Source: an optimization exercise on an open RTL-to-GDS flow (aim: small area, a short achievable clock period and few clock cycles per item). Production flows keep margins and buffers that such runs may drop. Where RTL was checked, it was by simulation tests only, not by an equivalence proof against the original. Power is estimated from default activity; no workload was simulated.

== rev 12 ==
==> module session_replay_counter_table, before the edit <==
module session_replay_counter_table (
    input  logic        i_clk,
    input  logic        i_rst_n,
    input  logic        i_in_valid,
    output logic        o_in_ready,
    input  logic        i_in_kind,
    input  logic [31:0] i_in_sess,
    input  logic [31:0] i_in_counter,
    output logic        o_out_valid,
    input  logic        i_out_ready,
    output logic        o_out_accepted
);
    localparam int SLOTS = srct_pkg::SLOTS;
    localparam int NB    = 4;   
    logic [SLOTS-1:0] r_valid;
    logic [31:0]      r_sess [SLOTS];
    logic [31:0]      r_ctr  [SLOTS];
    logic             r_v1;
    logic             r_kind1;
    logic [31:0]      r_sess1;
    logic [31:0]      r_c1;
    logic             r_v2;       
    logic [SLOTS-1:0] r_sel2;     
    logic             r_any2;     
    logic             r_force2;   
    logic [31:0]      r_c2;       
    logic             r_v3;
    logic [SLOTS-1:0] r_sel3;
    logic             r_any3;
    logic             r_force3;
    logic [31:0]      r_c3;
    logic             r_gtb3;     
    logic             r_gtf3;     
    logic             r_same3;    
    logic             r_wr4;      
    logic [2:0]       r_qcnt;
    logic [4:0]       r_qacc;
    logic             r_ovalid;   
    logic             r_ready;
    logic [2:0]       r_occ;      
    logic [SLOTS-1:0] w_hit;
    logic [SLOTS-1:0] w_first_free;
    logic [SLOTS-1:0] w_sel;
    logic             w_any_hit;
    logic             w_seen_free;
    logic             w_cnz;
    logic             w_take;
    logic             w_alloc;
    logic [31:0]      w_hctr;
    logic [NB-1:0]    w_gb;
    logic [NB-1:0]    w_eb;
    logic [NB-1:0]    w_gf;
    logic [NB-1:0]    w_ef;
    logic             w_gtb;
    logic             w_gtf;
    logic             w_gt;
    logic             w_wr3;
    logic             w_acc3;
    logic             w_pop;
    assign w_take = i_in_valid && r_ready;
    assign w_cnz  = (r_c1 != 32'd0);
    always_comb begin
        w_seen_free = 1'b0;
        for (int i = 0; i < SLOTS; i++) begin
            w_hit[i]        = r_valid[i] && (r_sess[i] == r_sess1);
            w_first_free[i] = !r_valid[i] && !w_seen_free;
            w_seen_free     = w_seen_free || !r_valid[i];
        end
        w_any_hit = |w_hit;
        w_alloc   = w_cnz && !w_any_hit && w_seen_free;
        w_sel     = w_any_hit ? w_hit : (w_first_free & {SLOTS{w_alloc}});
    end
    function automatic logic [1:0] cmp8(input logic [7:0] a, input logic [7:0] b);
        logic [7:0] g;
        logic [7:0] l;
        g = a & ~b;
        l = ~a & b;
        for (int w = 1; w < 8; w = w * 2) begin
            for (int k = 0; k < 8; k = k + 2 * w) begin
                g[k] = g[k + w] | (~l[k + w] & g[k]);
                l[k] = l[k + w] | (~g[k + w] & l[k]);
            end
        end
        cmp8 = {g[0], !(g[0] || l[0])};
    endfunction
    always_comb begin
        w_hctr = '0;
        for (int i = 0; i < SLOTS; i++)
            if (r_sel2[i]) w_hctr = w_hctr | r_ctr[i];
        for (int b = 0; b < NB; b++) begin
            {w_gb[b], w_eb[b]} = cmp8(r_c2[8*b +: 8], w_hctr[8*b +: 8]);
            {w_gf[b], w_ef[b]} = cmp8(r_c2[8*b +: 8], r_c3[8*b +: 8]);
        end
        w_gtb = w_gb[0];
        w_gtf = w_gf[0];
        for (int b = 1; b < NB; b++) begin
            w_gtb = w_gb[b] || (w_eb[b] && w_gtb);
            w_gtf = w_gf[b] || (w_ef[b] && w_gtf);
        end
    end
    always_comb begin
        w_gt   = (r_same3 && r_wr4) ? r_gtf3 : r_gtb3;
        w_wr3  = r_force3 || w_gt;
        w_acc3 = r_any3 && w_wr3;
    end
    always_ff @(posedge i_clk) begin
        for (int i = 0; i < SLOTS; i++) begin
            if (!r_valid[i])               r_sess[i] <= r_sess1;
            if (r_sel3[i] && w_wr3)        r_ctr[i]  <= r_c3;
        end
        r_kind1  <= i_in_kind;
        r_sess1  <= i_in_sess;
        r_c1     <= i_in_counter;
        r_c2     <= r_c1;
        r_force2 <= w_alloc || (r_kind1 && w_cnz);
        r_c3     <= r_c2;
        r_force3 <= r_force2;
        r_gtb3   <= w_gtb;
        r_gtf3   <= w_gtf;
        r_same3  <= |(r_sel2 & r_sel3);
        r_wr4    <= w_wr3;
    end
    logic [4:0] n_qacc;
    logic [2:0] n_qcnt;
    always_comb begin
        n_qacc = r_qacc;
        n_qcnt = r_qcnt;
        if (w_pop) begin
            n_qacc = {1'b0, r_qacc[4:1]};
            n_qcnt = n_qcnt - 3'd1;
        end
        if (r_v3) begin
            n_qacc[n_qcnt] = w_acc3;
            n_qcnt              = n_qcnt + 3'd1;
        end
    end
    assign w_pop = r_ovalid && i_out_ready;
    always_ff @(posedge i_clk) begin
        if (!i_rst_n) begin
            r_valid  <= '0;
            r_v1     <= 1'b0;
            r_v2     <= 1'b0;
            r_sel2   <= '0;
            r_any2   <= 1'b0;
            r_v3     <= 1'b0;
            r_sel3   <= '0;
            r_any3   <= 1'b0;
            r_qcnt   <= 3'd0;
            r_ovalid <= 1'b0;
            r_ready  <= 1'b1;
            r_occ    <= 3'd0;
        end else begin
            r_valid  <= r_valid | (w_first_free & {SLOTS{r_v1 && w_alloc}});
            r_v1     <= w_take;
            r_v2     <= r_v1;
            r_sel2   <= w_sel & {SLOTS{r_v1}};
            r_any2   <= r_v1 && (w_any_hit || w_alloc);
            r_v3     <= r_v2;
            r_sel3   <= r_sel2;
            r_any3   <= r_any2;
            r_qcnt   <= n_qcnt;
            r_ovalid <= (n_qcnt != 3'd0);
            if (w_take && !w_pop) begin
                r_occ   <= r_occ + 3'd1;
                r_ready <= (r_occ < 3'd4);
            end else if (!w_take && w_pop) begin
                r_occ   <= r_occ - 3'd1;
                r_ready <= 1'b1;
            end else begin
                r_ready <= (r_occ < 3'd5);
            end
        end
        r_qacc <= n_qacc;
    end
    assign o_in_ready     = r_ready;
    assign o_out_valid    = r_ovalid;
    assign o_out_accepted = r_qacc[0];
endmodule
clock: 6.0 ns
lec_check: 0
cap_margin: 20
core_margin: 2
core_utilization: 70
cts_cluster_diameter: 100
cts_cluster_size: 25
setup_slack_margin: 3.8
slew_margin: 20
run.sh (not shown) runs the stock make flow with config.mk's settings and CLKGATE_MAP_FILE= SYNTH_SCRIPT=/design/flow/synth_recipe.tcl, a recipe that flattens the netlist after the stock synthesis.
Setup changes, rev 12 to rev 13
--- a/flow/design.v
+++ b/flow/design.v
@@ -32,14 +32,16 @@
     logic [31:0]      r_c2;       
     logic             r_v3;
     logic [SLOTS-1:0] r_sel3;
     logic             r_any3;
     logic             r_force3;
     logic [31:0]      r_c3;
-    logic             r_gtb3;     
-    logic             r_gtf3;     
+    logic [NB-1:0]    r_gb3;      
+    logic [NB-1:0]    r_eb3;      
+    logic [NB-1:0]    r_gf3;      
+    logic [NB-1:0]    r_ef3;      
     logic             r_same3;    
     logic             r_wr4;      
     logic [2:0]       r_qcnt;
     logic [4:0]       r_qacc;
     logic             r_ovalid;   
     logic             r_ready;
@@ -54,14 +56,14 @@
     logic             w_alloc;
     logic [31:0]      w_hctr;
     logic [NB-1:0]    w_gb;
     logic [NB-1:0]    w_eb;
     logic [NB-1:0]    w_gf;
     logic [NB-1:0]    w_ef;
-    logic             w_gtb;
-    logic             w_gtf;
+    logic [NB-1:0]    w_g3;
+    logic [NB-1:0]    w_e3;
     logic             w_gt;
     logic             w_wr3;
     logic             w_acc3;
     logic             w_pop;
     assign w_take = i_in_valid && r_ready;
     assign w_cnz  = (r_c1 != 32'd0);
@@ -94,21 +96,25 @@
         for (int i = 0; i < SLOTS; i++)
             if (r_sel2[i]) w_hctr = w_hctr | r_ctr[i];
         for (int b = 0; b < NB; b++) begin
             {w_gb[b], w_eb[b]} = cmp8(r_c2[8*b +: 8], w_hctr[8*b +: 8]);
             {w_gf[b], w_ef[b]} = cmp8(r_c2[8*b +: 8], r_c3[8*b +: 8]);
         end
-        w_gtb = w_gb[0];
-        w_gtf = w_gf[0];
-        for (int b = 1; b < NB; b++) begin
-            w_gtb = w_gb[b] || (w_eb[b] && w_gtb);
-            w_gtf = w_gf[b] || (w_ef[b] && w_gtf);
-        end
     end
     always_comb begin
-        w_gt   = (r_same3 && r_wr4) ? r_gtf3 : r_gtb3;
+        if (r_same3 && r_wr4) begin
+            w_g3 = r_gf3;
+            w_e3 = r_ef3;
+        end else begin
+            w_g3 = r_gb3;
+            w_e3 = r_eb3;
+        end
+        w_gt = w_g3[3] ||
+               (w_e3[3] && (w_g3[2] ||
+                            (w_e3[2] && (w_g3[1] ||
+                                         (w_e3[1] && w_g3[0])))));
         w_wr3  = r_force3 || w_gt;
         w_acc3 = r_any3 && w_wr3;
     end
     always_ff @(posedge i_clk) begin
         for (int i = 0; i < SLOTS; i++) begin
             if (!r_valid[i])               r_sess[i] <= r_sess1;
@@ -118,14 +124,16 @@
         r_sess1  <= i_in_sess;
         r_c1     <= i_in_counter;
         r_c2     <= r_c1;
         r_force2 <= w_alloc || (r_kind1 && w_cnz);
         r_c3     <= r_c2;
         r_force3 <= r_force2;
-        r_gtb3   <= w_gtb;
-        r_gtf3   <= w_gtf;
+        r_gb3    <= w_gb;
+        r_eb3    <= w_eb;
+        r_gf3    <= w_gf;
+        r_ef3    <= w_ef;
         r_same3  <= |(r_sel2 & r_sel3);
         r_wr4    <= w_wr3;
     end
     logic [4:0] n_qacc;
     logic [2:0] n_qcnt;
     always_comb begin
Findings:
The final layout from rev 13, which completed every stage, passed the timing, DRC and antenna checks at the end of the flow. Diff rev 12 -> rev 13 | delay contributed by the slowest stage of the critical path | increase of 0.29 ns. Looking at number of global-route vias before repair, rev 13 sits 86 lower than rev 12 does. Compared with rev 12, in rev 13 power rose by 290 µW; synthesis-to-layout area growth shrank by 2.8 points; total stage count of the critical path shrank by 2.
Testbench counts of rev 13, summed over its fixed seeds: cycles 3,232, items 3,200.
No functional check of the RTL was part of rev 12.

what the ideal ports hide:
Ports are ideal in the flow. The routed layouts listed here were re-timed in OpenROAD. Step 1, drivers: a clkbuf_16 drives i_clk and a buf_2 each remaining input, both assumed. Step 2 moves the port delays by t, midway between the first and last clock arrival at a register: inputs arrive t later, outputs are due t later. That takes back most of the time a late clock gives input paths. Slacks: ideal ports / drivers / drivers and shift; pairs: ideal ports / drivers.
| run | t (ns) | setup WS [ns] | worst setup path at the end |
|---|---|---|---|
| rev 12 | 0.664 | 3.236 / 3.236 / 3.236 | register to register |
| rev 13 | 0.609 | 3.738 / 3.725 / 3.197 | input to register |
After both steps setup and hold are still met in every run listed. For rev 13, which loses most, drivers alone change the setup slack by -0.013 ns; drivers and shift together by -0.541 ns.
